Context: an optimization exercise on an open-source flow, tuned for a short achievable clock period and few clock cycles per item. The choices shown serve that exercise and are no tape-out recipe. RTL that was checked went through simulation tests only; none was proved equivalent to the original. Only the layout flow was run in runs 2 to 4; the RTL was not checked for function there.

==> flow/design.v <==
`default_nettype none
package damsu_pkg;
	localparam int unsigned WINDOW_LEN  = 10;
	localparam int unsigned SAMPLE_BITS = 12;
	localparam int unsigned SUM_W       = 16;
	localparam int unsigned VREF_W  = 13;
	localparam int unsigned RATIO_W = 16;
	localparam int unsigned DROP_W  = 10;
	localparam int unsigned OFFS_W  = 10;
	localparam logic [VREF_W-1:0]  VREF_RST  = VREF_W'(3300);
	localparam logic [RATIO_W-1:0] RATIO_RST = RATIO_W'(26438);
	localparam logic [DROP_W-1:0]  DROP_RST  = DROP_W'(400);
	localparam logic [OFFS_W-1:0]  OFFS_RST  = OFFS_W'(500);
	localparam int unsigned PADDR_W   = 4;
	localparam int unsigned PDATA_W   = 32;
	localparam int unsigned REG_IDX_W = 2;
	localparam logic [REG_IDX_W-1:0] REG_VREF  = 2'd0;
	localparam logic [REG_IDX_W-1:0] REG_RATIO = 2'd1;
	localparam logic [REG_IDX_W-1:0] REG_DROP  = 2'd2;
	localparam logic [REG_IDX_W-1:0] REG_OFFS  = 2'd3;
	localparam int unsigned   BSH  = 46;
	localparam int unsigned   G_W  = 48;
	localparam int unsigned   BP_W = 64;
	localparam int unsigned   K_W  = 29;
	localparam int unsigned   ACC_W = 56;
	localparam logic [50:0]   BC   = 51'd1801879762999713;
	localparam int unsigned   TSH  = 41;
	localparam int unsigned   V_W  = 43;
	localparam int unsigned   TP_W = 59;
	localparam logic [39:0]   TC   = 40'd1099243128799;
	localparam int unsigned OUT_W      = 17;
	localparam int unsigned TEMP_MAX   = 50000;
endpackage
`default_nettype wire
`default_nettype none
import damsu_pkg::*;
module damsu_regs (
	input  wire logic               clk,
	input  wire logic               arst_n,
	input  wire logic               psel,
	input  wire logic               penable,
	input  wire logic               pwrite,
	input  wire logic [PADDR_W-1:0] paddr,
	input  wire logic [PDATA_W-1:0] pwdata,
	output logic      [PDATA_W-1:0] prdata,
	output logic                    pready,
	output logic      [VREF_W-1:0]  vref,
	output logic      [RATIO_W-1:0] ratio,
	output logic      [DROP_W-1:0]  drop,
	output logic      [OFFS_W-1:0]  offs,
	output logic                    wr_gain
);
	logic                 wen;
	logic [REG_IDX_W-1:0] idx;
	logic [VREF_W-1:0]    vref_q;
	logic [RATIO_W-1:0]   ratio_q;
	logic [DROP_W-1:0]    drop_q;
	logic [OFFS_W-1:0]    offs_q;
	logic [15:0]          rd_q;
	logic [15:0]          rd_d;
	assign wen     = psel & penable & pwrite;
	assign idx     = paddr[PADDR_W-1:2];
	assign pready  = 1'b1;
	assign wr_gain = wen & ((idx == REG_VREF) | (idx == REG_RATIO));
	always_ff @(posedge clk or negedge arst_n) begin
		if (!arst_n) begin
			vref_q  <= VREF_RST;
			ratio_q <= RATIO_RST;
			drop_q  <= DROP_RST;
			offs_q  <= OFFS_RST;
		end else if (wen) begin
			unique case (idx)
				REG_VREF:  vref_q  <= pwdata[VREF_W-1:0];
				REG_RATIO: ratio_q <= pwdata[RATIO_W-1:0];
				REG_DROP:  drop_q  <= pwdata[DROP_W-1:0];
				REG_OFFS:  offs_q  <= pwdata[OFFS_W-1:0];
			endcase
		end
	end
	always_comb begin
		unique case (idx)
			REG_VREF:  rd_d = 16'(vref_q);
			REG_RATIO: rd_d = ratio_q;
			REG_DROP:  rd_d = 16'(drop_q);
			REG_OFFS:  rd_d = 16'(offs_q);
		endcase
	end
	always_ff @(posedge clk) begin
		rd_q <= rd_d;
	end
	assign prdata = {16'd0, rd_q};
	assign vref   = vref_q;
	assign ratio  = ratio_q;
	assign drop   = drop_q;
	assign offs   = offs_q;
endmodule
`default_nettype wire
`default_nettype none
import damsu_pkg::*;
module damsu_window (
	input  wire logic                   clk,
	input  wire logic                   arst_n,
	input  wire logic                   accept,
	input  wire logic [SAMPLE_BITS-1:0] battery_sample,
	input  wire logic [SAMPLE_BITS-1:0] thermistor_sample,
	input  wire logic                   pop,
	output logic                        avail,
	output logic      [2:0]             inflight,
	output logic      [SUM_W-1:0]       bsum,
	output logic      [SUM_W-1:0]       tsum,
	output logic                        full
);
	localparam int unsigned ENT_W = 2 * SUM_W + 1;
	localparam int unsigned NQ    = 4;
	logic [SAMPLE_BITS-1:0] bring [WINDOW_LEN-1];
	logic [SAMPLE_BITS-1:0] tring [WINDOW_LEN-1];
	logic [3:0]             fill_q;
	logic                   old_ok;
	logic [SAMPLE_BITS-1:0] bold;
	logic [SAMPLE_BITS-1:0] told;
	logic                   a0_q;
	logic [SAMPLE_BITS-1:0] bin0_q;
	logic [SAMPLE_BITS-1:0] tin0_q;
	logic                   full0_q;
	logic [SAMPLE_BITS-1:0] bold0_q;
	logic [SAMPLE_BITS-1:0] told0_q;
	logic                   a1_q;
	logic [SAMPLE_BITS-1:0] bin1_q;
	logic [SAMPLE_BITS-1:0] tin1_q;
	logic [SUM_W-1:0]       bdif1_q;
	logic [SUM_W-1:0]       tdif1_q;
	logic                   full1_q;
	logic [SUM_W-1:0]       b9_q;
	logic [SUM_W-1:0]       t9_q;
	logic [SUM_W-1:0]       bsum_d;
	logic [SUM_W-1:0]       tsum_d;
	logic [ENT_W-1:0]       ent_d;
	logic [ENT_W-1:0]       ent_q [NQ];
	logic [2:0]             cnt_q;
	logic [2:0]             cnt_d;
	logic [2:0]             wslot;
	assign old_ok = (fill_q >= 4'(WINDOW_LEN - 1));
	always_comb begin
		if (!old_ok) begin
			bold = '0;
			told = '0;
		end else if (a0_q && a1_q) begin
			bold = bring[WINDOW_LEN-4];
			told = tring[WINDOW_LEN-4];
		end else if (a0_q || a1_q) begin
			bold = bring[WINDOW_LEN-3];
			told = tring[WINDOW_LEN-3];
		end else begin
			bold = bring[WINDOW_LEN-2];
			told = tring[WINDOW_LEN-2];
		end
	end
	always_ff @(posedge clk) begin
		bin0_q  <= battery_sample;
		tin0_q  <= thermistor_sample;
		full0_q <= old_ok;
		bold0_q <= bold;
		told0_q <= told;
	end
	always_ff @(posedge clk or negedge arst_n) begin
		if (!arst_n) begin
			a0_q   <= 1'b0;
			a1_q   <= 1'b0;
			fill_q <= '0;
		end else begin
			a0_q <= accept;
			a1_q <= a0_q;
			if (accept && !old_ok) begin
				fill_q <= fill_q + 4'd1;
			end
		end
	end
	always_ff @(posedge clk) begin
		bin1_q  <= bin0_q;
		tin1_q  <= tin0_q;
		bdif1_q <= SUM_W'(bin0_q) - SUM_W'(bold0_q);
		tdif1_q <= SUM_W'(tin0_q) - SUM_W'(told0_q);
		full1_q <= full0_q;
	end
	always_ff @(posedge clk) begin
		if (a1_q) begin
			bring[0] <= bin1_q;
			tring[0] <= tin1_q;
			for (int i = 1; i < WINDOW_LEN - 1; i++) begin
				bring[i] <= bring[i-1];
				tring[i] <= tring[i-1];
			end
		end
	end
	assign bsum_d = b9_q + SUM_W'(bin1_q);
	assign tsum_d = t9_q + SUM_W'(tin1_q);
	assign ent_d  = {bsum_d, tsum_d, full1_q};
	always_ff @(posedge clk or negedge arst_n) begin
		if (!arst_n) begin
			b9_q <= '0;
			t9_q <= '0;
		end else if (a1_q) begin
			b9_q <= b9_q + bdif1_q;
			t9_q <= t9_q + tdif1_q;
		end
	end
	assign cnt_d = cnt_q + 3'(a1_q) - 3'(pop);
	assign wslot = cnt_q - 3'(pop);
	always_ff @(posedge clk) begin
		for (int i = 0; i < NQ; i++) begin
			if (a1_q && wslot == 3'(i)) begin
				ent_q[i] <= ent_d;
			end else if (pop && i < NQ - 1) begin
				ent_q[i] <= ent_q[(i < NQ - 1) ? i + 1 : i];
			end
		end
	end
	always_ff @(posedge clk or negedge arst_n) begin
		if (!arst_n) begin
			cnt_q <= 3'd0;
		end else begin
			cnt_q <= cnt_d;
		end
	end
	assign avail    = (cnt_q != 3'd0);
	assign inflight = cnt_q + 3'(a0_q) + 3'(a1_q);
	assign bsum     = ent_q[0][ENT_W-1 -: SUM_W];
	assign tsum     = ent_q[0][1 +: SUM_W];
	assign full     = ent_q[0][0];
endmodule
`default_nettype wire
`default_nettype none
import damsu_pkg::*;
module damsu_cdiv (
	input  wire logic               clk,
	input  wire logic               arst_n,
	input  wire logic [VREF_W-1:0]  vref,
	input  wire logic [RATIO_W-1:0] ratio,
	input  wire logic [OFFS_W-1:0]  offs,
	input  wire logic               restart,
	output logic                    ready_nxt,
	output logic      [G_W-1:0]     g1,
	output logic      [G_W+1:0]     g3,
	output logic      [V_W-1:0]     v1,
	output logic      [V_W+1:0]     v3,
	output logic      [17:0]        noffs
);
	localparam logic [3:0] ST_READY = 4'd12;
	localparam logic [3:0] ST_DONE  = 4'd12;
	logic [3:0]       st_q;
	logic [3:0]       st_d;
	logic [14:0]      vr3_q;
	logic [13:0]      kacc_q;
	logic [3:0]       kd_q;
	logic [3:0]       rdig;
	logic [15:0]      rsh_q;
	logic [14:0]      kpa;
	logic [14:0]      kpb;
	logic [17:0]      ksum;
	logic [16:0]      mk_q;
	logic [ACC_W-1:0] tm_q;
	logic [ACC_W-1:0] tmul;
	logic [52:0]      acc_q;
	logic [ACC_W-1:0] acc_sum;
	logic [G_W+1:0]   g3_q;
	logic [25:0]      g3lo_q;
	logic [G_W-1:0]   g1d_q;
	logic [V_W-1:0]   v1_q;
	logic [18:0]      vx_q;
	logic [25:0]      vz_q;
	logic [20:0]      vx3_q;
	logic [27:0]      vz3_q;
	logic [V_W+1:0]   v3_q;
	logic [17:0]      noffs_q;
	logic [13:0]      o10_q;
	always_comb begin
		if (restart) begin
			st_d = 4'd0;
		end else if (st_q == ST_DONE) begin
			st_d = ST_DONE;
		end else begin
			st_d = st_q + 4'd1;
		end
	end
	always_ff @(posedge clk or negedge arst_n) begin
		if (!arst_n) begin
			st_q <= 4'd0;
		end else begin
			st_q <= st_d;
		end
	end
	assign ready_nxt = (st_d >= ST_READY);
	assign rdig = rsh_q[3:0];
	always_comb begin
		unique case (rdig[1:0])
			2'd0: kpa = '0;
			2'd1: kpa = 15'(vref);
			2'd2: kpa = 15'(vref) << 1;
			2'd3: kpa = vr3_q;
		endcase
		unique case (rdig[3:2])
			2'd0: kpb = '0;
			2'd1: kpb = 15'(vref);
			2'd2: kpb = 15'(vref) << 1;
			2'd3: kpb = vr3_q;
		endcase
		ksum = 18'(kacc_q) + 18'(mk_q);
	end
	always_comb begin
		unique case (kd_q)
			4'd0:  tmul = '0;
			4'd1:  tmul = ACC_W'(BC) * ACC_W'(1);
			4'd2:  tmul = ACC_W'(BC) * ACC_W'(2);
			4'd3:  tmul = ACC_W'(BC) * ACC_W'(3);
			4'd4:  tmul = ACC_W'(BC) * ACC_W'(4);
			4'd5:  tmul = ACC_W'(BC) * ACC_W'(5);
			4'd6:  tmul = ACC_W'(BC) * ACC_W'(6);
			4'd7:  tmul = ACC_W'(BC) * ACC_W'(7);
			4'd8:  tmul = ACC_W'(BC) * ACC_W'(8);
			4'd9:  tmul = ACC_W'(BC) * ACC_W'(9);
			4'd10: tmul = ACC_W'(BC) * ACC_W'(10);
			4'd11: tmul = ACC_W'(BC) * ACC_W'(11);
			4'd12: tmul = ACC_W'(BC) * ACC_W'(12);
			4'd13: tmul = ACC_W'(BC) * ACC_W'(13);
			4'd14: tmul = ACC_W'(BC) * ACC_W'(14);
			4'd15: tmul = ACC_W'(BC) * ACC_W'(15);
		endcase
	end
	assign acc_sum = ACC_W'(acc_q) + tm_q;
	always_ff @(posedge clk) begin
		vr3_q <= 15'(vref) + (15'(vref) << 1);
		mk_q <= 17'(kpa) + (17'(kpb) << 2);
		if (st_q == 4'd0) begin
			rsh_q  <= ratio;
			kacc_q <= '0;
		end else begin
			rsh_q <= rsh_q >> 4;
		end
		if (st_q >= 4'd2) begin
			kd_q   <= ksum[3:0];
			kacc_q <= ksum[17:4];
		end
		tm_q <= tmul;
		if (st_q == 4'd3) begin
			acc_q <= 53'd1 << 32;
		end else if (st_q >= 4'd4 && st_q <= 4'd11) begin
			acc_q <= 53'(acc_sum >> 4);
		end
		vx_q  <= 19'(vref) + (19'(vref) << 5);
		vz_q  <= 26'(vref) + (26'(vref) << 12);
		v1_q  <= V_W'(vx_q) + (V_W'(vz_q) << 17);
		vx3_q <= 21'(vr3_q) + (21'(vr3_q) << 5);
		vz3_q <= 28'(vr3_q) + (28'(vr3_q) << 12);
		v3_q  <= (V_W + 2)'(vx3_q) + ((V_W + 2)'(vz3_q) << 17);
		g1d_q   <= acc_q[G_W-1:0];
		g3lo_q  <= 26'(acc_q[24:0]) + 26'({acc_q[23:0], 1'b0});
		g3_q    <= {(G_W + 2 - 25)'(g1d_q[G_W-1:25]) + (G_W + 2 - 25)'(g1d_q[G_W-1:24]) + (G_W + 2 - 25)'(g3lo_q[25]),
		            g3lo_q[24:0]};
		o10_q   <= (14'(offs) << 3) + (14'(offs) << 1);
		noffs_q <= 18'd0 - 18'(o10_q);
	end
	assign g1    = acc_q[G_W-1:0];
	assign g3    = g3_q;
	assign v1    = v1_q;
	assign v3    = v3_q;
	assign noffs = noffs_q;
endmodule
`default_nettype wire
`default_nettype none
import damsu_pkg::*;
module damsu_scale (
	input  wire logic               clk,
	input  wire logic               arst_n,
	input  wire logic               en,
	input  wire logic               in_v,
	input  wire logic [SUM_W-1:0]   bsum,
	input  wire logic [SUM_W-1:0]   tsum,
	input  wire logic               full,
	input  wire logic [G_W-1:0]     g1,
	input  wire logic [G_W+1:0]     g3,
	input  wire logic [V_W-1:0]     v1,
	input  wire logic [V_W+1:0]     v3,
	input  wire logic [DROP_W-1:0]  drop,
	input  wire logic [17:0]        noffs,
	output logic                    out_v,
	output logic      [OUT_W-1:0]   out_batt,
	output logic      [OUT_W-1:0]   out_temp,
	output logic                    out_full
);
	logic [BP_W-1:0] bpp [9];
	logic [TP_W-1:0] tpp [9];
	logic [BP_W-1:0] ba [6];
	logic [BP_W-1:0] bb [4];
	logic [TP_W-1:0] ta [6];
	logic [TP_W-1:0] tb [4];
	logic [BP_W-1:0] bx_q [4];
	logic [TP_W-1:0] tx_q [4];
	logic [BP_W-1:0] bc3 [3];
	logic [TP_W-1:0] tc3 [3];
	logic [BP_W-1:0] by_q [2];
	logic [TP_W-1:0] ty_q [2];
	logic            v1_q;
	logic            f1_q;
	logic            vy_q;
	logic            fy_q;
	logic [BP_W-1:0] bs2;
	logic [BP_W-1:0] bc2;
	logic [TP_W-1:0] ts2;
	logic [TP_W-1:0] tc2;
	localparam int unsigned BLO = 23;
	localparam int unsigned TLO = 20;
	logic [BP_W-1:0] by_d [2];
	logic [TP_W-1:0] ty_d [2];
	logic [BLO:0]    bll;
	logic [TLO:0]    tll;
	logic            bcl_q;
	logic            tcl_q;
	logic [BSH-BLO+1:0] blo;
	logic [TSH-TLO+1:0] tlo;
	logic [17:0]     bh_q;
	logic            bcy_q;
	logic [17:0]     th_q;
	logic            tcy_q;
	logic            v2_q;
	logic            f2_q;
	logic [17:0]      braw;
	logic [17:0]      traw;
	logic [OUT_W-1:0] batt_d;
	logic [OUT_W-1:0] temp_d;
	logic [OUT_W-1:0] batt_q;
	logic [OUT_W-1:0] temp_q;
	logic             full_q;
	logic             ov_q;
	always_comb begin
		for (int i = 0; i < 8; i++) begin
			unique case (bsum[2*i +: 2])
				2'd0: bpp[i] = '0;
				2'd1: bpp[i] = BP_W'(g1) << (2 * i);
				2'd2: bpp[i] = BP_W'(g1) << (2 * i + 1);
				2'd3: bpp[i] = BP_W'(g3) << (2 * i);
			endcase
			unique case (tsum[2*i +: 2])
				2'd0: tpp[i] = '0;
				2'd1: tpp[i] = TP_W'(v1) << (2 * i);
				2'd2: tpp[i] = TP_W'(v1) << (2 * i + 1);
				2'd3: tpp[i] = TP_W'(v3) << (2 * i);
			endcase
		end
		bpp[8] = (BP_W'(1) << (BSH - 1)) | (BP_W'(drop) << BSH);
		tpp[8] = {noffs, 1'b0, TC};
		for (int j = 0; j < 3; j++) begin
			ba[2*j]   = bpp[3*j] ^ bpp[3*j+1] ^ bpp[3*j+2];
			ba[2*j+1] = ((bpp[3*j] & bpp[3*j+1]) | (bpp[3*j] & bpp[3*j+2]) | (bpp[3*j+1] & bpp[3*j+2])) << 1;
			ta[2*j]   = tpp[3*j] ^ tpp[3*j+1] ^ tpp[3*j+2];
			ta[2*j+1] = ((tpp[3*j] & tpp[3*j+1]) | (tpp[3*j] & tpp[3*j+2]) | (tpp[3*j+1] & tpp[3*j+2])) << 1;
		end
		for (int j = 0; j < 2; j++) begin
			bb[2*j]   = ba[3*j] ^ ba[3*j+1] ^ ba[3*j+2];
			bb[2*j+1] = ((ba[3*j] & ba[3*j+1]) | (ba[3*j] & ba[3*j+2]) | (ba[3*j+1] & ba[3*j+2])) << 1;
			tb[2*j]   = ta[3*j] ^ ta[3*j+1] ^ ta[3*j+2];
			tb[2*j+1] = ((ta[3*j] & ta[3*j+1]) | (ta[3*j] & ta[3*j+2]) | (ta[3*j+1] & ta[3*j+2])) << 1;
		end
	end
	always_ff @(posedge clk) begin
		if (en) begin
			for (int j = 0; j < 4; j++) begin
				bx_q[j] <= bb[j];
				tx_q[j] <= tb[j];
			end
			f1_q <= full;
		end
	end
	always_comb begin
		bc3[0] = bx_q[0] ^ bx_q[1] ^ bx_q[2];
		bc3[1] = ((bx_q[0] & bx_q[1]) | (bx_q[0] & bx_q[2]) | (bx_q[1] & bx_q[2])) << 1;
		bc3[2] = bx_q[3];
		tc3[0] = tx_q[0] ^ tx_q[1] ^ tx_q[2];
		tc3[1] = ((tx_q[0] & tx_q[1]) | (tx_q[0] & tx_q[2]) | (tx_q[1] & tx_q[2])) << 1;
		tc3[2] = tx_q[3];
	end
	always_comb begin
		by_d[0] = bc3[0] ^ bc3[1] ^ bc3[2];
		by_d[1] = ((bc3[0] & bc3[1]) | (bc3[0] & bc3[2]) | (bc3[1] & bc3[2])) << 1;
		ty_d[0] = tc3[0] ^ tc3[1] ^ tc3[2];
		ty_d[1] = ((tc3[0] & tc3[1]) | (tc3[0] & tc3[2]) | (tc3[1] & tc3[2])) << 1;
		bll     = (BLO + 1)'(by_d[0][BLO-1:0]) + (BLO + 1)'(by_d[1][BLO-1:0]);
		tll     = (TLO + 1)'(ty_d[0][TLO-1:0]) + (TLO + 1)'(ty_d[1][TLO-1:0]);
	end
	always_ff @(posedge clk) begin
		if (en) begin
			by_q[0] <= by_d[0];
			by_q[1] <= by_d[1];
			ty_q[0] <= ty_d[0];
			ty_q[1] <= ty_d[1];
			bcl_q   <= bll[BLO];
			tcl_q   <= tll[TLO];
			fy_q    <= f1_q;
		end
	end
	always_comb begin
		bs2 = by_q[0];
		bc2 = by_q[1];
		ts2 = ty_q[0];
		tc2 = ty_q[1];
		blo = {1'b0, bs2[BSH-1:BLO], 1'b1} + {1'b0, bc2[BSH-1:BLO], bcl_q};
		tlo = {1'b0, ts2[TSH-1:TLO], 1'b1} + {1'b0, tc2[TSH-1:TLO], tcl_q};
	end
	always_ff @(posedge clk) begin
		if (en) begin
			bcy_q <= blo[BSH-BLO+1];
			bh_q  <= bs2[BP_W-1:BSH] + bc2[BP_W-1:BSH];
			tcy_q <= tlo[TSH-TLO+1];
			th_q  <= ts2[TP_W-1:TSH] + tc2[TP_W-1:TSH];
			f2_q  <= fy_q;
		end
	end
	always_comb begin
		braw   = bh_q + 18'(bcy_q);
		traw   = th_q + 18'(tcy_q);
		batt_d = braw[17] ? OUT_W'(131071) : braw[OUT_W-1:0];
		temp_d = (!traw[17] && (traw[16:0] > OUT_W'(TEMP_MAX))) ? OUT_W'(TEMP_MAX) : traw[OUT_W-1:0];
	end
	always_ff @(posedge clk) begin
		batt_q <= (batt_q & {OUT_W{~en}}) | (batt_d & {OUT_W{en}});
		temp_q <= (temp_q & {OUT_W{~en}}) | (temp_d & {OUT_W{en}});
		full_q <= (full_q & ~en) | (f2_q & en);
	end
	always_ff @(posedge clk or negedge arst_n) begin
		if (!arst_n) begin
			v1_q <= 1'b0;
			vy_q <= 1'b0;
			v2_q <= 1'b0;
			ov_q <= 1'b0;
		end else if (en) begin
			v1_q <= in_v;
			vy_q <= v1_q;
			v2_q <= vy_q;
			ov_q <= v2_q;
		end
	end
	assign out_v    = ov_q;
	assign out_batt = batt_q;
	assign out_temp = temp_q;
	assign out_full = full_q;
endmodule
`default_nettype wire
`default_nettype none
import damsu_pkg::*;
module dual_adc_moving_average_scaler_unit (
	input  wire logic                   clk,
	input  wire logic                   arst_n,
	input  wire logic                   psel,
	input  wire logic                   penable,
	input  wire logic                   pwrite,
	input  wire logic [PADDR_W-1:0]     paddr,
	input  wire logic [PDATA_W-1:0]     pwdata,
	output logic      [PDATA_W-1:0]     prdata,
	output logic                        pready,
	input  wire logic                   in_valid,
	output logic                        in_ready,
	input  wire logic [SAMPLE_BITS-1:0] battery_sample,
	input  wire logic [SAMPLE_BITS-1:0] thermistor_sample,
	output logic                        out_valid,
	input  wire logic                   out_ready,
	output logic      [OUT_W-1:0]       battery_mv,
	output logic signed [OUT_W-1:0]     temperature_centi_c,
	output logic                        window_full
);
	logic [VREF_W-1:0]  vref;
	logic [RATIO_W-1:0] ratio;
	logic [DROP_W-1:0]  drop;
	logic [OFFS_W-1:0]  offs;
	logic               wr_gain;
	logic               cfg_ready_nxt;
	logic [G_W-1:0]     g1;
	logic [G_W+1:0]     g3;
	logic [V_W-1:0]     v1;
	logic [V_W+1:0]     v3;
	logic [17:0]        noffs;
	logic               in_ready_q;
	logic               accept;
	logic               en;
	logic               pop;
	logic               avail;
	logic [2:0]         inflight;
	logic [SUM_W-1:0]   bsum;
	logic [SUM_W-1:0]   tsum;
	logic               full;
	logic               out_v;
	logic [OUT_W-1:0]   out_batt;
	logic [OUT_W-1:0]   out_temp;
	logic               out_full;
	logic               room_nxt;
	damsu_regs u_regs (
		.clk     (clk),
		.arst_n  (arst_n),
		.psel    (psel),
		.penable (penable),
		.pwrite  (pwrite),
		.paddr   (paddr),
		.pwdata  (pwdata),
		.prdata  (prdata),
		.pready  (pready),
		.vref    (vref),
		.ratio   (ratio),
		.drop    (drop),
		.offs    (offs),
		.wr_gain (wr_gain)
	);
	damsu_cdiv u_cdiv (
		.clk       (clk),
		.arst_n    (arst_n),
		.vref      (vref),
		.ratio     (ratio),
		.offs      (offs),
		.restart   (wr_gain),
		.ready_nxt (cfg_ready_nxt),
		.g1        (g1),
		.g3        (g3),
		.v1        (v1),
		.v3        (v3),
		.noffs     (noffs)
	);
	assign en     = ~out_v | out_ready;
	assign accept = in_valid & in_ready_q;
	assign pop    = avail & en;
	damsu_window u_window (
		.clk               (clk),
		.arst_n            (arst_n),
		.accept            (accept),
		.battery_sample    (battery_sample),
		.thermistor_sample (thermistor_sample),
		.pop               (pop),
		.avail             (avail),
		.inflight          (inflight),
		.bsum              (bsum),
		.tsum              (tsum),
		.full              (full)
	);
	damsu_scale u_scale (
		.clk      (clk),
		.arst_n   (arst_n),
		.en       (en),
		.in_v     (avail),
		.bsum     (bsum),
		.tsum     (tsum),
		.full     (full),
		.g1       (g1),
		.g3       (g3),
		.v1       (v1),
		.v3       (v3),
		.drop     (drop),
		.noffs    (noffs),
		.out_v    (out_v),
		.out_batt (out_batt),
		.out_temp (out_temp),
		.out_full (out_full)
	);
	assign room_nxt = (inflight <= 3'd2)
	                | ((inflight == 3'd3) & ~(accept & ~pop))
	                | ((inflight == 3'd4) & pop & ~accept);
	always_ff @(posedge clk or negedge arst_n) begin
		if (!arst_n) begin
			in_ready_q <= 1'b0;
		end else begin
			in_ready_q <= cfg_ready_nxt & room_nxt;
		end
	end
	assign in_ready            = in_ready_q;
	assign out_valid           = out_v;
	assign battery_mv          = out_batt;
	assign temperature_centi_c = $signed(out_temp);
	assign window_full         = out_full;
endmodule
`default_nettype wire
==> flow/run.sh <==
#!/bin/bash
# synth_recipe.tcl (not shown) runs the flow's synth.tcl, then flattens the netlist and writes it again
# the make line also repeats each setting of config.mk as NAME=value (left out here)
make -C /OpenROAD-flow-scripts/flow DESIGN_CONFIG=/design/flow/config.mk WORK_HOME=/design/flow/orfs CLKGATE_MAP_FILE= SYNTH_SCRIPT=/design/flow/synth_recipe.tcl finish
==> flow/config.mk <==
export PLATFORM = sky130hd
export DESIGN_NAME = dual_adc_moving_average_scaler_unit
export DESIGN_NICKNAME = dual_adc_moving_average_scaler_unit
export VERILOG_FILES = /design/flow/design.v
export SDC_FILE = /design/flow/constraint.sdc
export NUM_CORES = 4
export LEC_CHECK = 0
export ABC_CLOCK_PERIOD_IN_PS = 1000
export CAP_MARGIN = 20
export CORE_MARGIN = 2
export CORE_UTILIZATION = 50
export SETUP_SLACK_MARGIN = 5
export SLEW_MARGIN = 20
==> flow/constraint.sdc <==
create_clock -name core_clock -period 8.0 [get_ports {clk}]
set_input_delay 1.6000 -clock core_clock [delete_from_list [all_inputs] [get_ports {clk}]]
set_output_delay 1.6000 -clock core_clock [all_outputs]
set_load 0.01 [all_outputs]
==> run notes, run 1 <==
* Final net count at 9191
* Setup Viol. Count Final at 0
* Max Cap Violations at 0
* CTS Hold Bufs at 0
* Clock latency (worst-skew pair) at 0.85 ns
* Worst Setup End Kind: flop
* Clock slew at reported path FFs at 0.06 ns
* H-tree levels at 4
* Place WS at 2.34 ns
* Largest net degree at the start of global routing at 162
* Synthesized area at 97000 um2
* Starting Density at 50.3%
* Critical Path AT at 3.66 ns
* Worst stage delay on the critical path at 0.47 ns
* Reg2Reg Setup Slack at 4.93 ns
* DRC Markers at 0
* Clk sinks at 1652
* Sequential Area at 44000 um2
* Flops & latches, synth at 1652
* Inserted Diodes at 0
* I/O pin total at 137
* Slew @ Worst Pin at 0.910 ns
* Min-Delay Path Class: flop to flop
* Total grt overflow at 0
* Number of buffers created by CTS at 179
* Syn Area/Cell at 12.3 um2
* Placed instance area at 100000 um2
* Die area at 198000 um2
* I/O Buffers at 101
* Detail Route Antenna Nets at 0
* Seq/Total Area, Yosys at 45.1%
* Die X at 445 um
* First-pass GRT wire length at 378 mm
* RSZ-0062 raised after global routing: yes
* Crit path cell chain: ha_1 > a21o_1 > a21oi_2 > nand2b_1 > a21boi_2 > o311a_1 > o21a_2 > o21a_1 > o41a_1 > xnor2_2 > o21ai_1
* Area leader, netlist: edfxtp_1
* Final WL at 249 mm
* Worst-case reg-to-reg path depth at 11
* Netlist cell types at 97
* Vias at 63100
* Crit path max fanout at 4
* Row cnt at 161
* Pre-antenna DRT Iters at 8
* Max-slew violations at 0
* Post-route cell area at 110000 um2
* Share of cells above drive strength 1 at 22.6%
* Core area at 193000 um2
* R2r startpoint: u_window.b9_q[1]$_DFFE_PN0P_
* Async S/R FF share, synth at 5.99%
* Maximum root-to-sink buffer count at 3
* Synth-to-Final Area Change at 13.7%
* Detailed placement HPWL at 162 mm
* Core Util, Final at 57.2%
* Area occupied by multi-input gates at 50200 um2
* Startpoint Class: flop
* Most frequent cell after synthesis: edfxtp_1
* Die Ht at 445 um
* CP required at 8.60 ns
* Drt wl/cell at 23.3 um
* Vias in the first global route at 64400
* Post-synth top area share at 31.4%
* First-iteration detailed-routing DRC count at 5385
* Syn Inst Count at 7898
* Setup CP Type: flop to flop
* Period minus WS final at 3.07 ns
* Status: no timing/DRC/antenna violations
* Critical path buffers and inverters at 0
* Hold path depth at 0
* Gr usage total at 24.4%
* F_max at 0.326 GHz
* Post-synth EDFFs at 1016
* Vias per inst at 5.90
* Hold endpoint: u_cdiv.g3_q[5]$_DFF_P_
* Clk_skew at 0.0529 ns
* GP Congestion at 0.858
* Setup WS post-layout at 4.93 ns
* CTS Root Buffer Type: clkbuf_16
* Synth area leaders: edfxtp_1 31%, fa_1 12%, dfxtp_1 11%
* Endpoints failing hold at 0
* Yosys warning count at 22
* Initial antenna violation count at 12
* Sum Neg Setup Slack at 0 ns
* Crit Reg-Reg Endpoint: u_window.ent_q[2][28]$_DFFE_PP_
* Rel. slew slack at 39.3%
* Hold_sp: u_cdiv.g3lo_q[5]$_DFF_P_
* Fillers at 15700
* CP top delay family: compound AO/OA/AOI/OAI gates
* CTS tree: built
* Top FF cell, synth: edfxtp_1
* Top cells by count, synth: 1016 x edfxtp_1, 855 x mux2_2, 685 x inv_1
* CP max-delay cell: o41a_1
* Final Cycle Share at 38.3%
## logic make-up (layout without fill, tap and decap cells)
group | count (synthesis) | count (layout) | synth area share, %
adder cells (fa/ha/maj) | 1104 | 1104 | 18.7
XOR/XNOR | 361 | 361 | 3.26
buffers and inverters | 1160 | 1419 | 4.56
multiplexers | 956 | 956 | 11.1
AO/OA/AOI/OAI | 1567 | 1567 | 11.9
flip-flops | 1652 | 1652 | 45.1
other | 2 | 17 | 0.00774
AND/OR/NAND/NOR | 1096 | 1103 | 5.41
## per-layer routing
layer  wire length, um  track usage, %  share of wire, %
met3             16900            4.52               6.8
met1            110000            33.7                44
met4              7880            7.53               3.2
met2            115000            39.2                46
met5                26               0             0.010
## worst max path at each step
stage / startpoint / end / slack (ns) / depth (start not counted)
after global routing: u_regs.vref_q[0]$_DFFE_PN0P_ / u_cdiv.mk_q[16]$_DFF_P_ / 4.75 / 16
after CTS: in_ready_q$_DFF_PN0_ / in_ready / 4.87 / 1
after floorplan: out_ready / u_window.ent_q[1][0]$_DFFE_PP_ / -1.60 / 11
after detailed placement: out_ready / u_window.ent_q[2][19]$_DFFE_PP_ / 2.34 / 12
after global placement: out_ready / u_window.ent_q[2][18]$_DFFE_PP_ / 2.30 / 12
final: u_window.b9_q[1]$_DFFE_PN0P_ / u_window.ent_q[2][28]$_DFFE_PP_ / 4.93 / 11
## placed cells by master, fill, tap and decap left out, types with 24 or more instances in the layout
cell type	count
dfrtp_1	68
nand2_1	287
o21ai_1	27
a211oi_1	62
a22o_1	468
dfxtp_4	50
clkbuf_8	24
buf_2	42
nor2b_1	92
buf_6	44
nand3_1	87
o21ai_0	163
xor2_1	121
mux2i_1	87
a21o_1	108
ha_1	510
nand2b_1	38
clkinv_2	28
edfxtp_1	1016
a21oi_2	29
dfxtp_1	468
buf_4	197
xnor2_1	226
and3_1	49
inv_1	670
clkbuf_16	201
fa_1	565
clkdlybuf4s50_1	46
a21oi_1	177
clkbuf_1	32
nand4_1	51
nor2_1	300
nor3_1	59
o21bai_1	32
a22oi_1	265
mux2_2	851
## stage by stage
step	hold WS (ns)	cells
floorplan	0.310	7913
global placement	0.310	10200
detailed placement	0.312	10200
CTS	0.324	10600
global route	0.326	10700
finish	0.324	10700
## registers in the layout, summed over array words and instances (netlist names), 17 cells and up, named ones only
signal / flops
u_scale.bx_q: 213
u_cdiv.acc_q: 52
u_cdiv.g3_q: 50
u_cdiv.v3_q: 45
u_window.bring: 108
u_cdiv.vz3_q: 28
u_scale.bh_q: 18
u_scale.ty_q: 78
u_window.tring: 108
u_scale.th_q: 18
u_cdiv.v1_q: 42
u_cdiv.vz_q: 26
u_scale.by_q: 82
u_window.ent_q: 132
u_cdiv.tm_q: 24
u_scale.tx_q: 199
u_cdiv.mk_q: 17
u_cdiv.g1d_q: 25
u_cdiv.g3lo_q: 25
## area by class of cell
class | count | share of cell area, %
multi-input combinational | 5108 | 45.6
sequential | 1652 | 39.9
clock buffer | 235 | 4.57
timing repair buffer | 394 | 3.64
tap | 2526 | 2.87
inverter | 685 | 2.35
clock inverter | 105 | 1.14
## what timing repair did
item / 4_1_cts / 5_1_grt
pin swaps: 80 / 106
buffers inserted: 101 / 77
setup endpoints to repair: 1231 / 575
gates resized for setup: 525 / 233
gates cloned: 11 / 14
hold endpoints to repair: 0 / 0
Testbench counts, summed over its fixed seeds: cycles 3,256, items 3,200.
==> inputs of run 2 (changes only) <==
--- a/flow/design.v
+++ b/flow/design.v
@@ -113,6 +113,7 @@
 	localparam int unsigned ENT_W = 2 * SUM_W + 1;
-	localparam int unsigned NQ    = 4;
-	logic [SAMPLE_BITS-1:0] bring [WINDOW_LEN-1];
-	logic [SAMPLE_BITS-1:0] tring [WINDOW_LEN-1];
+	localparam int unsigned NQ    = 5;
+	logic [SAMPLE_BITS-1:0] bring [WINDOW_LEN];
+	logic [SAMPLE_BITS-1:0] tring [WINDOW_LEN];
 	logic [3:0]             fill_q;
+	logic                   full_ok;
 	logic                   old_ok;
@@ -132,6 +133,6 @@
 	logic                   full1_q;
-	logic [SUM_W-1:0]       b9_q;
-	logic [SUM_W-1:0]       t9_q;
-	logic [SUM_W-1:0]       bsum_d;
-	logic [SUM_W-1:0]       tsum_d;
+	logic                   a2_q;
+	logic                   full2_q;
+	logic [SUM_W-1:0]       b10_q;
+	logic [SUM_W-1:0]       t10_q;
 	logic [ENT_W-1:0]       ent_d;
@@ -141,3 +142,4 @@
 	logic [2:0]             wslot;
-	assign old_ok = (fill_q >= 4'(WINDOW_LEN - 1));
+	assign full_ok = (fill_q >= 4'(WINDOW_LEN - 1));
+	assign old_ok  = (fill_q >= 4'(WINDOW_LEN));
 	always_comb begin
@@ -147,10 +149,10 @@
 		end else if (a0_q && a1_q) begin
-			bold = bring[WINDOW_LEN-4];
-			told = tring[WINDOW_LEN-4];
-		end else if (a0_q || a1_q) begin
 			bold = bring[WINDOW_LEN-3];
 			told = tring[WINDOW_LEN-3];
-		end else begin
+		end else if (a0_q || a1_q) begin
 			bold = bring[WINDOW_LEN-2];
 			told = tring[WINDOW_LEN-2];
+		end else begin
+			bold = bring[WINDOW_LEN-1];
+			told = tring[WINDOW_LEN-1];
 		end
@@ -160,3 +162,3 @@
 		tin0_q  <= thermistor_sample;
-		full0_q <= old_ok;
+		full0_q <= full_ok;
 		bold0_q <= bold;
@@ -168,2 +170,3 @@
 			a1_q   <= 1'b0;
+			a2_q   <= 1'b0;
 			fill_q <= '0;
@@ -172,2 +175,3 @@
 			a1_q <= a0_q;
+			a2_q <= a1_q;
 			if (accept && !old_ok) begin
@@ -183,2 +187,3 @@
 		full1_q <= full0_q;
+		full2_q <= full1_q;
 	end
@@ -188,3 +193,3 @@
 			tring[0] <= tin1_q;
-			for (int i = 1; i < WINDOW_LEN - 1; i++) begin
+			for (int i = 1; i < WINDOW_LEN; i++) begin
 				bring[i] <= bring[i-1];
@@ -194,15 +199,13 @@
 	end
-	assign bsum_d = b9_q + SUM_W'(bin1_q);
-	assign tsum_d = t9_q + SUM_W'(tin1_q);
-	assign ent_d  = {bsum_d, tsum_d, full1_q};
 	always_ff @(posedge clk or negedge arst_n) begin
 		if (!arst_n) begin
-			b9_q <= '0;
-			t9_q <= '0;
+			b10_q <= '0;
+			t10_q <= '0;
 		end else if (a1_q) begin
-			b9_q <= b9_q + bdif1_q;
-			t9_q <= t9_q + tdif1_q;
+			b10_q <= b10_q + bdif1_q;
+			t10_q <= t10_q + tdif1_q;
 		end
 	end
-	assign cnt_d = cnt_q + 3'(a1_q) - 3'(pop);
+	assign ent_d = {b10_q, t10_q, full2_q};
+	assign cnt_d = cnt_q + 3'(a2_q) - 3'(pop);
 	assign wslot = cnt_q - 3'(pop);
@@ -210,3 +213,3 @@
 		for (int i = 0; i < NQ; i++) begin
-			if (a1_q && wslot == 3'(i)) begin
+			if (a2_q && wslot == 3'(i)) begin
 				ent_q[i] <= ent_d;
@@ -225,3 +228,3 @@
 	assign avail    = (cnt_q != 3'd0);
-	assign inflight = cnt_q + 3'(a0_q) + 3'(a1_q);
+	assign inflight = cnt_q + 3'(a0_q) + 3'(a1_q) + 3'(a2_q);
 	assign bsum     = ent_q[0][ENT_W-1 -: SUM_W];
@@ -658,5 +661,5 @@
 	);
-	assign room_nxt = (inflight <= 3'd2)
-	                | ((inflight == 3'd3) & ~(accept & ~pop))
-	                | ((inflight == 3'd4) & pop & ~accept);
+	assign room_nxt = (inflight <= 3'd3)
+	                | ((inflight == 3'd4) & ~(accept & ~pop))
+	                | ((inflight == 3'd5) & pop & ~accept);
 	always_ff @(posedge clk or negedge arst_n) begin
--- a/flow/config.mk
+++ b/flow/config.mk
@@ -7,3 +7,3 @@
 export LEC_CHECK = 0
-export ABC_CLOCK_PERIOD_IN_PS = 1000
+export ABC_CLOCK_PERIOD_IN_PS = 2000
 export CAP_MARGIN = 20
==> run 2 against run 1 <==
  * Critical path type is now primary input to flop
  * Die area is 0.40% higher
  * Still clean on timing, DRC and antenna
  * Utilization increased by 0.31 points
  * Register-to-register slack got worse by 0.08 ns
  * Sequential cell count increased by 59
==> run notes, run 2 <==
* Setup CP Type: primary input to flop
* Max reg flops at 213 (unchanged)
* CP most frequent cell: buf_6
* Pre-antenna DRT Iters at 6 (-2)
* Top FF cell, synth: edfxtp_1
* Biggest regs: u_scale.bx_q (213), u_scale.tx_q (199), u_window.ent_q (165)
* Startpoint Class: primary input
* Die X at 445 um (+0.20%)
* First-iteration detailed-routing DRC count at 4544 (-16%)
* Largest net degree at the start of global routing at 189 (+17%)
* Detail Route Antenna Nets at 0 (unchanged)
* Max Cap Violations at 0 (unchanged)
* Clock slew at reported path FFs at 0.06 ns (about the same)
* DRC Markers at 0 (unchanged)
* Most frequent cell after synthesis: edfxtp_1
* Synth area leaders: edfxtp_1 33%, fa_1 12%, dfxtp_1 11%
* Sum Neg Setup Slack at 0 ns (unchanged)
* Clk sinks at 1711 (+3.6%)
* Starting Density at 50.2% (-0.16 points)
* Worst Setup End Kind: flop
* Die area at 198000 um2 (+0.40%)
* Yosys warning count at 22 (unchanged)
* Commonest non-fill, non-tap cell in the layout: edfxtp_1
* Rel. slew slack at 23.0% (-16 points)
* CTS Hold Bufs at 0 (unchanged)
* Core area at 194000 um2 (+0.73%)
* Crit path max fanout at 5 (+1)
* Reg with most FFs: u_scale.bx_q
* Clk_skew at 0.0595 ns (+0.00663 ns)
* CTS tree: built
* Vias in the first global route at 63400 (-1.5%)
* Final WL at 241 mm (-3.4%)
* Netlist cell types at 83 (-14%)
* Final Cycle Share at 40.4% (+2.0 points)
* Number of buffers created by CTS at 182 (+1.7%)
* Gr usage total at 23.8% (-0.62 points)
* Most frequent cells in the layout: 1073 x edfxtp_1, 850 x mux2_2, 660 x inv_1
* I/O Buffers at 101 (unchanged)
* Die Ht at 445 um (+0.20%)
* Max-slew violations at 0 (unchanged)
* H-tree levels at 4 (unchanged)
* Syn Inst Count at 7697 (-2.5%)
* Post-synth EDFFs at 1073 (+5.6%)
* Detailed placement HPWL at 156 mm (-3.5%)
* CP required at 8.57 ns (-0.03 ns)
* Top cells by count, synth: 1073 x edfxtp_1, 933 x mux2_2, 674 x inv_1
* Final net count at 9002 (-2.1%)
* Synthesized area at 97400 um2 (+0.41%)
* Maximum root-to-sink buffer count at 3 (unchanged)
* Post-synth top area share at 33.1% (+1.6 points)
* Core Util, Final at 57.5% (+0.31 points)
* CTS Root Buffer Type: clkbuf_16
* Seq/Total Area, Yosys at 46.7% (+1.6 points)
* Synth-to-Final Area Change at 14.6%
* Flops & latches, synth at 1711 (+3.6%)
* Share of cells above drive strength 1 at 24.4% (+1.8 points)
* Worst stage delay on the critical path at 0.20 ns (-0.27 ns)
* Area leader, netlist: edfxtp_1
* GP Congestion at 0.875 (+2.0%)
* I/O pin total at 137 (unchanged)
* Endpoints failing hold at 0 (unchanged)
* Setup Viol. Count Final at 0 (unchanged)
* Hold Slack at 0.288 ns (-0.0355 ns)
* Async S/R FF share, synth at 5.84% (-0.15 points)
* Initial antenna violation count at 6 (-6)
* Min-Delay Path Class: flop to flop
* Drt wl/cell at 22.8 um (-2.0%)
* F_max at 0.310 GHz (-5.0%)
* RSZ-0062 raised after global routing: yes
* Status: no timing/DRC/antenna violations
* Crit path cell chain: buf_12 > nor2b_4 > clkinvlp_4 > o31ai_4 > inv_2 > ha_4 > ha_4 > xnor2_4 > nand2_4 > nor3_4 > buf_6 > buf_6 > buf_16 > or2_4 > buf_6 > buf_12
* Slew @ Worst Pin at 1.15 ns (+0.244 ns)
* Syn Area/Cell at 12.7 um2 (+3.0%)
* Period minus WS final at 3.23 ns (+0.163 ns)
* CP max-delay cell: nor3_4
* Total grt overflow at 0 (unchanged)
* First-pass GRT wire length at 369 mm (-2.4%)
* Vias at 61200 (-3.0%)
* Critical Path AT at 3.80 ns (+0.14 ns)
* Row cnt at 162 (+0.62%)
* Clock latency (worst-skew pair) at 0.86 ns (about the same)
* Vias per inst at 5.80 (-1.6%)
==> run 2: per-layer routing <==
| metal | track usage [%] | vias to the layer above | wire length [um] |
|---|---|---|---|
| li1 | - | 28000 | - |
| met4 | 9.07 | 2 | 8580 |
| met3 | 4.34 | 450 | 14800 |
| met2 | 38.1 | 1923 | 112000 |
| met5 | 0 | - | 13 |
| met1 | 32.2 | 30800 | 105000 |
==> run 2: area by class of cell <==
| class | count | area [um2] |
|---|---|---|
| diodes | 1 | 2.50 |
| clock buffers | 267 | 5230 |
| clock inverters | 75 | 1020 |
| fillers | 15600 | 82500 |
| inverters | 674 | 2540 |
| multi-input cells | 4876 | 49700 |
| flip-flops and latches | 1711 | 45800 |
| well taps | 2542 | 3180 |
| repair buffers | 410 | 4300 |
==> run 2: repair_timing <==
action / 4_1_cts / 5_1_grt
gates resized for setup: 632 / 320
setup endpoints to repair: 1403 / 722
cloned: 14 / 10
pin swaps: 97 / 150
buffers inserted: 109 / 83
==> run 2: metrics by stage <==
step                worst slack, ns  instance area [um2]  instances
floorplan                     -6.20                97700       7712
global placement               2.48               101000       9997
detailed placement             2.47               101000       9997
CTS                            4.82               110000      10500
global route                   4.73               112000      10600
finish                         4.77               112000      10600
==> run 2: cell families (layout without fill, tap and decap cells) <==
kind of cell / Yosys count / after routing / synth area share [%]
flops: 1711 / 1711 / 46.7
fa+ha+maj: 1081 / 1081 / 18.3
simple gates: 974 / 977 / 4.87
buf+inv: 1129 / 1426 / 4.42
mux: 1030 / 1030 / 11.9
compound gates: 1439 / 1440 / 10.8
xor+xnor: 331 / 331 / 2.98
other cells: 2 / 18 / 0.00771
==> run 2: path summary, 6_finish.rpt <==
path / cells past startpoint / slack, ns / to / from
max: 16 / 4.77 / u_window.ent_q[3][30]$_DFFE_PP_ / out_ready
min: 0 / 0.29 / u_cdiv.g3_q[3]$_DFF_P_ / u_cdiv.g3lo_q[3]$_DFF_P_
max reg2reg: 16 / 4.85 / u_cdiv.g3_q[45]$_DFF_P_ / u_cdiv.g1d_q[24]$_DFF_P_
min reg2reg: 0 / 0.29 / u_cdiv.g3_q[3]$_DFF_P_ / u_cdiv.g3lo_q[3]$_DFF_P_
max in group asynchronous: 2 / 5.80 / u_regs.vref_q[4]$_DFFE_PN0P_ / arst_n
min in group asynchronous: 1 / 0.71 / u_window.fill_q[2]$_DFFE_PN0P_ / arst_n
==> run 2: critical path: cells and delay by family <==
family                   cells  cell delay [ns]
AO/OA/AOI/OAI                1             0.08
XOR/XNOR                     1             0.18
adder cells (fa/ha/maj)      2             0.36
buffers and inverters        8             0.97
AND/OR/NAND/NOR              4             0.60
==> inputs of run 3 (changes only) <==
--- a/flow/config.mk
+++ b/flow/config.mk
@@ -10,3 +10,3 @@
 export CORE_MARGIN = 2
-export CORE_UTILIZATION = 50
+export CORE_UTILIZATION = 45
 export SETUP_SLACK_MARGIN = 5
==> run 3 against run 2 <==
  * Routed wire length increased by 2.6%
  * First-iteration DRC count increased by 20%
  * Non-clock buffer count decreased by 16
  * Global-route usage decreased by 2.3 points
  * Critical path type is now flop to flop
  * Worst hold slack improved by 0.0061 ns
  * Fmax increased by 0.43%
  * Synthesized cell count unchanged
  * Cell count increased by 2.7%
  * Via count increased by 0.54%
  * Die area increased by 11%
  * Sequential cell count unchanged
==> run notes, run 3 <==
* Status: no timing/DRC/antenna violations
* Area occupied by multi-input gates at 49400 um2 (-0.44%)
* Sum Neg Setup Slack at 0 ns (unchanged)
* Pre-antenna DRT Iters at 7 (+1)
* Clock latency (worst-skew pair) at 0.86 ns (about the same)
* Async S/R FF share, synth at 5.84% (unchanged)
* First-iteration detailed-routing DRC count at 5447 (+20%)
* Synth-to-Final Area Change at 15.2%
* Rel. slew slack at 28.7% (+5.6 points)
* Commonest non-fill, non-tap cell in the layout: edfxtp_1
* CTS tree: built
* Top FF cell, synth: edfxtp_1
* Final Cycle Share at 40.2% (-0.17 points)
* Setup Viol. Count Final at 0 (unchanged)
* F_max at 0.311 GHz (+0.43%)
* CP max-delay cell: or4_4
* Max Cap Violations at 0 (unchanged)
* GP Congestion at 0.870 (-0.62%)
* Die Ht at 469 um (+5.4%)
* H-tree levels at 4 (unchanged)
* Max-slew violations at 0 (unchanged)
* Vias in the first global route at 62500 (-1.4%)
* Final net count at 8987 (-0.17%)
* Top cells by count, synth: 1073 x edfxtp_1, 933 x mux2_2, 674 x inv_1
* CTS Root Buffer Type: clkbuf_16
* Period minus WS final at 3.22 ns (-0.0139 ns)
* Netlist cell types at 83 (unchanged)
* Vias per inst at 5.68 (-2.1%)
* Setup WS post-layout at 4.78 ns (+0.0139 ns)
* CTS Hold Bufs at 0 (unchanged)
* Worst stage delay on the critical path at 0.54 ns (+0.34 ns)
* Post-synth EDFFs at 1073 (unchanged)
* Synth area leaders: edfxtp_1 33%, fa_1 12%, dfxtp_1 11%
* Fillers at 18000 (+16%)
* Starting Density at 45.4% (-4.8 points)
* Place WS at 2.60 ns (+0.135 ns)
* Row cnt at 170 (+4.9%)
* CP most frequent cell: a21oi_2
* Number of buffers created by CTS at 183 (+0.55%)
* Die area at 220000 um2 (+11%)
* RSZ-0062 raised after global routing: yes
* Total grt overflow at 0 (unchanged)
* Syn Area/Cell at 12.7 um2 (unchanged)
* Sequential Area at 45700 um2 (about the same)
* Critical path buffers and inverters at 2 (-6)
* Flops & latches, synth at 1711 (unchanged)
* Initial antenna violation count at 16 (+10)
* First-pass GRT wire length at 371 mm (+0.71%)
* Startpoint Class: flop
* Endpoints failing hold at 0 (unchanged)
* Area leader, netlist: edfxtp_1
* Synthesized area at 97400 um2 (unchanged)
* Largest net degree at the start of global routing at 184 (-2.6%)
* Share of cells above drive strength 1 at 24.3% (-0.17 points)
* Yosys warning count at 22 (unchanged)
* Crit path max fanout at 3 (-2)
* Core Util, Final at 52.2% (-5.3 points)
* Detailed placement HPWL at 157 mm (+0.75%)
* Clk sinks at 1711 (unchanged)
* Worst Setup End Kind: flop
* Critical Path AT at 3.99 ns (+0.19 ns)
* Setup CP Type: flop to flop
* Clock slew at reported path FFs at 0.07 ns (about the same)
* Gr usage total at 21.5% (-2.3 points)
* Biggest regs: u_scale.bx_q (213), u_scale.tx_q (199), u_window.ent_q (165)
* Min-Delay Path Class: flop to flop
* I/O Buffers at 101 (unchanged)
* Reg with most FFs: u_scale.bx_q
* Seq/Total Area, Yosys at 46.7% (unchanged)
* Post-synth top area share at 33.1% (unchanged)
* Most frequent cells in the layout: 1073 x edfxtp_1, 856 x mux2_2, 663 x inv_1
* Clk_skew at 0.0704 ns (+0.0108 ns)
* DRC Markers at 0 (unchanged)
* Slew @ Worst Pin at 1.07 ns (-0.0855 ns)
* Core area at 215000 um2 (+11%)
* Vias at 61600 (+0.54%)
* Max reg flops at 213 (unchanged)
* Final WL at 247 mm (+2.6%)
* I/O pin total at 137 (unchanged)
* CP top delay family: compound AO/OA/AOI/OAI gates
* Drt wl/cell at 22.8 um (-0.17%)
* Maximum root-to-sink buffer count at 3 (unchanged)
* Die X at 469 um (+5.4%)
* Most frequent cell after synthesis: edfxtp_1
* Crit path cell chain: clkinvlp_4 > o21ai_2 > a22o_1 > ha_2 > buf_4 > a21o_1 > a21oi_2 > o21ai_2 > a21oi_2 > o21bai_1 > a21oi_2 > o21ai_2 > or4_4 > a31o_2 > a21oi_2 > xor2_1
* Detail Route Antenna Nets at 0 (unchanged)
* CP required at 8.77 ns (+0.20 ns)
* Syn Inst Count at 7697 (unchanged)
-- run 3: changes by cell type in the layout (fill, tap and decap cells not counted), moves of 11 or more --
cell,change
clkbuf_1,-32
o21ai_0,+14
buf_4,-34
clkbuf_16,+15
clkinvlp_4,+11
buf_6,-12
-- run 3: final timing paths --
check | to | slack (ns) | cells after the start | from
worst max-delay path | u_cdiv.mk_q[15]$_DFF_P_ | 4.78 | 16 | u_regs.vref_q[1]$_DFFE_PN0P_
worst max register to register | u_cdiv.mk_q[15]$_DFF_P_ | 4.78 | 16 | u_regs.vref_q[1]$_DFFE_PN0P_
min in group asynchronous | u_scale.ov_q$_DFFE_PN0N_ | 0.77 | 1 | arst_n
max in group asynchronous | u_regs.vref_q[1]$_DFFE_PN0P_ | 5.88 | 2 | arst_n
worst min register to register | u_cdiv.g3_q[13]$_DFF_P_ | 0.29 | 0 | u_cdiv.g3lo_q[13]$_DFF_P_
worst min-delay path | u_cdiv.g3_q[13]$_DFF_P_ | 0.29 | 0 | u_cdiv.g3lo_q[13]$_DFF_P_
-- run 3: cell families (layout without fill, tap and decap cells) --
logic type / after synthesis / in the layout / synth area share, %
simple gates: 974 / 978 / 4.87
xor+xnor: 331 / 331 / 2.98
fa+ha+maj: 1081 / 1081 / 18.3
other cells: 2 / 25 / 0.00771
mux: 1030 / 1030 / 11.9
buf+inv: 1129 / 1411 / 4.42
flops: 1711 / 1711 / 46.7
compound gates: 1439 / 1439 / 10.8
-- run 3: worst reg2reg max path, cell delays in order, from the launching register on --
cell and delay [ns]:
dfrtp_2 0.44, clkinvlp_4 0.13, o21ai_2 0.06, a22o_1 0.20, ha_2 0.19, buf_4 0.14, a21o_1 0.18, a21oi_2 0.17
o21ai_2 0.07, a21oi_2 0.16, o21bai_1 0.09, a21oi_2 0.17, o21ai_2 0.08, or4_4 0.54, a31o_2 0.22, a21oi_2 0.15
xor2_1 0.17
-- run 3: cell type report --
| cell class | count | area share [%] |
|---|---|---|
| Inverter | 674 | 2.27 |
| Clock buffer | 229 | 4.58 |
| Timing Repair Buffer | 394 | 4.03 |
| Tap cell | 2838 | 3.16 |
| Clock inverter | 114 | 1.13 |
| Multi-Input combinational cell | 4876 | 44.0 |
| Sequential cell | 1711 | 40.8 |
| Antenna cell | 8 | 0.0178 |
-- run 3: metrics by stage --
| stage | area (um2) | hold WS [ns] | cells |
|---|---|---|---|
| floorplan | 97700 | 0.310 | 7712 |
| global placement | 101000 | 0.310 | 10300 |
| detailed placement | 101000 | 0.312 | 10300 |
| CTS | 110000 | 0.303 | 10700 |
| global route | 112000 | 0.320 | 10800 |
| finish | 112000 | 0.294 | 10800 |
-- run 3: per-layer routing --
| layer | global-route usage, % | wire length (um) |
|---|---|---|
| met1 | 29.6 | 108000 |
| met2 | 34.1 | 114000 |
| met3 | 3.66 | 16100 |
| met4 | 7.70 | 9080 |
| met5 | 0 | 13 |
-- run 3: repair_timing --
item,in CTS,in global routing
endpoints found under the setup margin,1298,691
pin swaps,83,116
buffers inserted,93,70
resized for setup,581,289
cloned,18,24
==> inputs of run 4 (changes only) <==
--- a/flow/design.v
+++ b/flow/design.v
@@ -141,3 +141,5 @@
 	logic [2:0]             cnt_d;
-	logic [2:0]             wslot;
+	logic [NQ-1:0]          wr_np;
+	logic [NQ-1:0]          wr_p;
+	logic [NQ-1:0]          we;
 	assign full_ok = (fill_q >= 4'(WINDOW_LEN - 1));
@@ -209,7 +211,13 @@
 	assign ent_d = {b10_q, t10_q, full2_q};
-	assign cnt_d = cnt_q + 3'(a2_q) - 3'(pop);
-	assign wslot = cnt_q - 3'(pop);
+	assign cnt_d = pop ? (cnt_q + 3'(a2_q) - 3'd1) : (cnt_q + 3'(a2_q));
+	always_comb begin
+		for (int i = 0; i < NQ; i++) begin
+			wr_np[i] = a2_q && (cnt_q == 3'(i));
+			wr_p[i]  = a2_q && (cnt_q == 3'(i + 1));
+			we[i]    = pop ? wr_p[i] : wr_np[i];
+		end
+	end
 	always_ff @(posedge clk) begin
 		for (int i = 0; i < NQ; i++) begin
-			if (a2_q && wslot == 3'(i)) begin
+			if (we[i]) begin
 				ent_q[i] <= ent_d;
--- a/flow/config.mk
+++ b/flow/config.mk
@@ -10,3 +10,3 @@
 export CORE_MARGIN = 2
-export CORE_UTILIZATION = 45
+export CORE_UTILIZATION = 50
 export SETUP_SLACK_MARGIN = 5
==> run 4 against run 3 <==
  * Critical path depth fell by 15
  * Still clean on timing, DRC and antenna
  * Worst hold slack improved by 0.0016 ns
  * Highest routed layer is now met4
  * Clock-buffer cell count is 19 higher
  * Utilization is 4.7 points higher
  * Routed wire length rose by 0.44%
==> run notes, run 4 <==
* Async S/R FF share, synth at 5.84% (unchanged)
* Period minus WS final at 3.12 ns (-0.0954 ns)
* Drt wl/cell at 23.1 um (+1.3%)
* CP top delay family: flip-flops
* Netlist cell types at 91 (+9.6%)
* Critical Path AT at 1.52 ns (-2.47 ns)
* Worst-case reg-to-reg path depth at 13 (-3)
* First-pass GRT wire length at 381 mm (+2.6%)
* Detailed placement HPWL at 161 mm (+2.2%)
* Startpoint Class: flop
* Rel. slew slack at 19.4% (-9.2 points)
* Largest net degree at the start of global routing at 201 (+9.2%)
* Hold path depth at 0 (unchanged)
* Flops & latches, synth at 1711 (unchanged)
* Sum Neg Setup Slack at 0 ns (unchanged)
* Commonest non-fill, non-tap cell in the layout: edfxtp_1
* CTS Hold Bufs at 0 (unchanged)
* Share of cells above drive strength 1 at 22.1% (-2.1 points)
* Max reg flops at 213 (unchanged)
* Biggest regs: u_scale.bx_q (213), u_scale.tx_q (199), u_window.ent_q (165)
* Top cells by count, synth: 1073 x edfxtp_1, 918 x mux2_2, 684 x inv_1
* F_max at 0.320 GHz (+3.1%)
* Vias at 63300 (+2.8%)
* Post-route cell area at 111000 um2 (-0.89%)
* Yosys warning count at 22 (unchanged)
* Pre-antenna DRT Iters at 8 (+1)
* Most frequent cells in the layout: 1073 x edfxtp_1, 897 x mux2_2, 679 x inv_1
* Top FF cell, synth: edfxtp_1
* Worst Setup End Kind: output port
* Endpoints failing hold at 0 (unchanged)
* Max-slew violations at 0 (unchanged)
* Synth area leaders: edfxtp_1 33%, fa_1 12%, dfxtp_1 11%
* Clock slew at reported path FFs at 0.06 ns (about the same)
* Max Cap Violations at 0 (unchanged)
* Worst stage delay on the critical path at 0.51 ns (-0.03 ns)
* RSZ-0062 raised after global routing: yes
* Min-Delay Path Class: flop to flop
* CTS Root Buffer Type: clkbuf_16
* Detail Route Antenna Nets at 0 (unchanged)
* Vias in the first global route at 65000 (+4.1%)
* Number of buffers created by CTS at 185 (+1.1%)
* Clk sinks at 1711 (unchanged)
* Placed instance area at 102000 um2 (+0.66%)
* Initial antenna violation count at 7 (-9)
* DRC Markers at 0 (unchanged)
* Post-synth EDFFs at 1073 (unchanged)
* Slew @ Worst Pin at 1.21 ns (+0.140 ns)
* Status: no timing/DRC/antenna violations
* Hold Slack at 0.296 ns (+0.00157 ns)
* Die Ht at 448 um (-4.6%)
* Inst Count DP at 10300 (-0.27%)
* Post-synth top area share at 32.7% (-0.34 points)
* Reg with most FFs: u_scale.bx_q
* WP depth at 1 (-15)
* Total grt overflow at 0 (unchanged)
* Vias per inst at 5.88 (+3.6%)
* Row cnt at 162 (-4.7%)
* CP required at 6.40 ns (-2.37 ns)
* Core area at 195000 um2 (-9.0%)
* Die X at 448 um (-4.6%)
* CP max-delay cell: dfrtp_2
* Crit path max fanout at 2 (-1)
* First-iteration detailed-routing DRC count at 5136 (-5.7%)
* CTS tree: built
* Starting Density at 50.4% (+5.0 points)
* Final Cycle Share at 39.0% (-1.2 points)
* Final net count at 9108 (+1.3%)
* I/O Buffers at 101 (unchanged)
* Crit path cell chain: buf_6
* Most frequent cell after synthesis: edfxtp_1
* Setup CP Type: flop to output port
* Synth-to-Final Area Change at 13.0%
* Seq/Total Area, Yosys at 46.2% (-0.49 points)
* Setup Viol. Count Final at 0 (unchanged)
* Maximum root-to-sink buffer count at 3 (unchanged)
* Syn Inst Count at 7894 (+2.6%)
* GP Congestion at 0.853 (-1.9%)
* Synthesized area at 98500 um2 (+1.1%)
* Gr usage total at 24.5% (+3.0 points)
* Clk_skew at 0.0517 ns (-0.0187 ns)
* Syn Area/Cell at 12.5 um2 (-1.5%)
* Final Non-Filler Cells at 10800 (-0.82%)
* Critical path buffers and inverters at 1 (-1)
* Area leader, netlist: edfxtp_1
* H-tree levels at 4 (unchanged)
* I/O pin total at 137 (unchanged)
* Die area at 200000 um2 (-9.0%)
* Clock latency (worst-skew pair) at 0.87 ns (about the same)
* Final WL at 248 mm (+0.44%)
run 4: layout make-up:
| class | count | area, um2 |
|---|---|---|
| fill | 16000 | 84200 |
| multi-input combinational | 5048 | 49800 |
| sequential | 1711 | 45700 |
| clock buffer | 248 | 5350 |
| tap | 2624 | 3280 |
| timing repair buffer | 333 | 3240 |
| inverter | 684 | 2590 |
| clock inverter | 104 | 1230 |
| timing repair inverter | 1 | 8.76 |
| antenna | 2 | 5.00 |
run 4: routing by layer:
metal  track usage, %  up-vias  routed length (um)
met5                0        -                   0
met4             8.14        0                7920
met3             4.03      520               16500
met2             39.8     2314              116000
met1             33.4    31600              108000
li1                 -    28800                   -
run 4: path summary, 6_finish.rpt:
check,from,endpoint,slack (ns)
max,in_ready_q$_DFF_PN0_,in_ready,4.88
min,u_cdiv.vx3_q[12]$_DFF_P_,u_cdiv.v3_q[12]$_DFF_P_,0.30
max reg2reg,u_scale.tx_q[1][4]$_DFFE_PN_,u_scale.tcl_q$_DFFE_PN_,5.00
min reg2reg,u_cdiv.vx3_q[12]$_DFF_P_,u_cdiv.v3_q[12]$_DFF_P_,0.30
max in group asynchronous,arst_n,u_regs.vref_q[0]$_DFFE_PN0P_,5.90
min in group asynchronous,arst_n,u_window.cnt_q[2]$_DFF_PN0_,0.71
run 4: through the flow:
stage	setup slack (ns)	utilization (%)
after floorplan	3.21	-
after global placement	2.53	52.2
after detailed placement	2.43	52.2
after CTS	4.79	56.3
after global routing	4.80	56.9
final	4.88	56.9
run 4: cells by family (layout without fill, tap and decap cells):
family / count (synthesis) / after routing / share of synthesized area [%]
other: 2 / 19 / 0.00763
AO/OA/AOI/OAI: 1556 / 1556 / 11.6
buffers and inverters: 1153 / 1370 / 4.48
XOR/XNOR: 302 / 302 / 2.69
multiplexers: 1005 / 1006 / 11.5
adder cells (fa/ha/maj): 1077 / 1077 / 18.0
flip-flops: 1711 / 1711 / 46.2
AND/OR/NAND/NOR: 1088 / 1090 / 5.43
run 4: what timing repair did:
action / CTS / global route
setup buffers: 64 / 63
pin swaps: 27 / 77
endpoints found under the setup margin: 1126 / 486
gates resized for setup: 482 / 187
gates cloned: 7 / 7

==> separate check: timing with driven ports <==
Ports are ideal in the flow. The routed layouts listed here were re-timed in OpenROAD.
Step 1: set_driving_cell puts a clkbuf_16 on clk and a buf_2 on each other input, an assumption about the parent block.
Step 2 also shifts input and output timing later by t, the mid clock arrival at the registers, as if the neighbouring blocks saw the same clock.
a / b / c = ideal ports / drivers / drivers and shift; a / b = the first two.
| run | shift t [ns] | setup WS [ns] | cell pins on the clock port's net |
|---|---|---|---|
| run 1 | 0.914 | 4.933 / 4.879 / 4.133 | 1 |
| run 2 | 0.927 | 4.770 / 4.801 / 3.874 | 1 |
| run 3 | 0.910 | 4.784 / 4.766 / 3.984 | 1 |
| run 4 | 0.940 | 4.879 / 4.788 / 4.157 | 1 |
After both steps setup and hold are still met in every run listed. For run 2, which loses most, drivers alone change the setup slack by +0.031 ns; drivers and shift together by -0.896 ns.
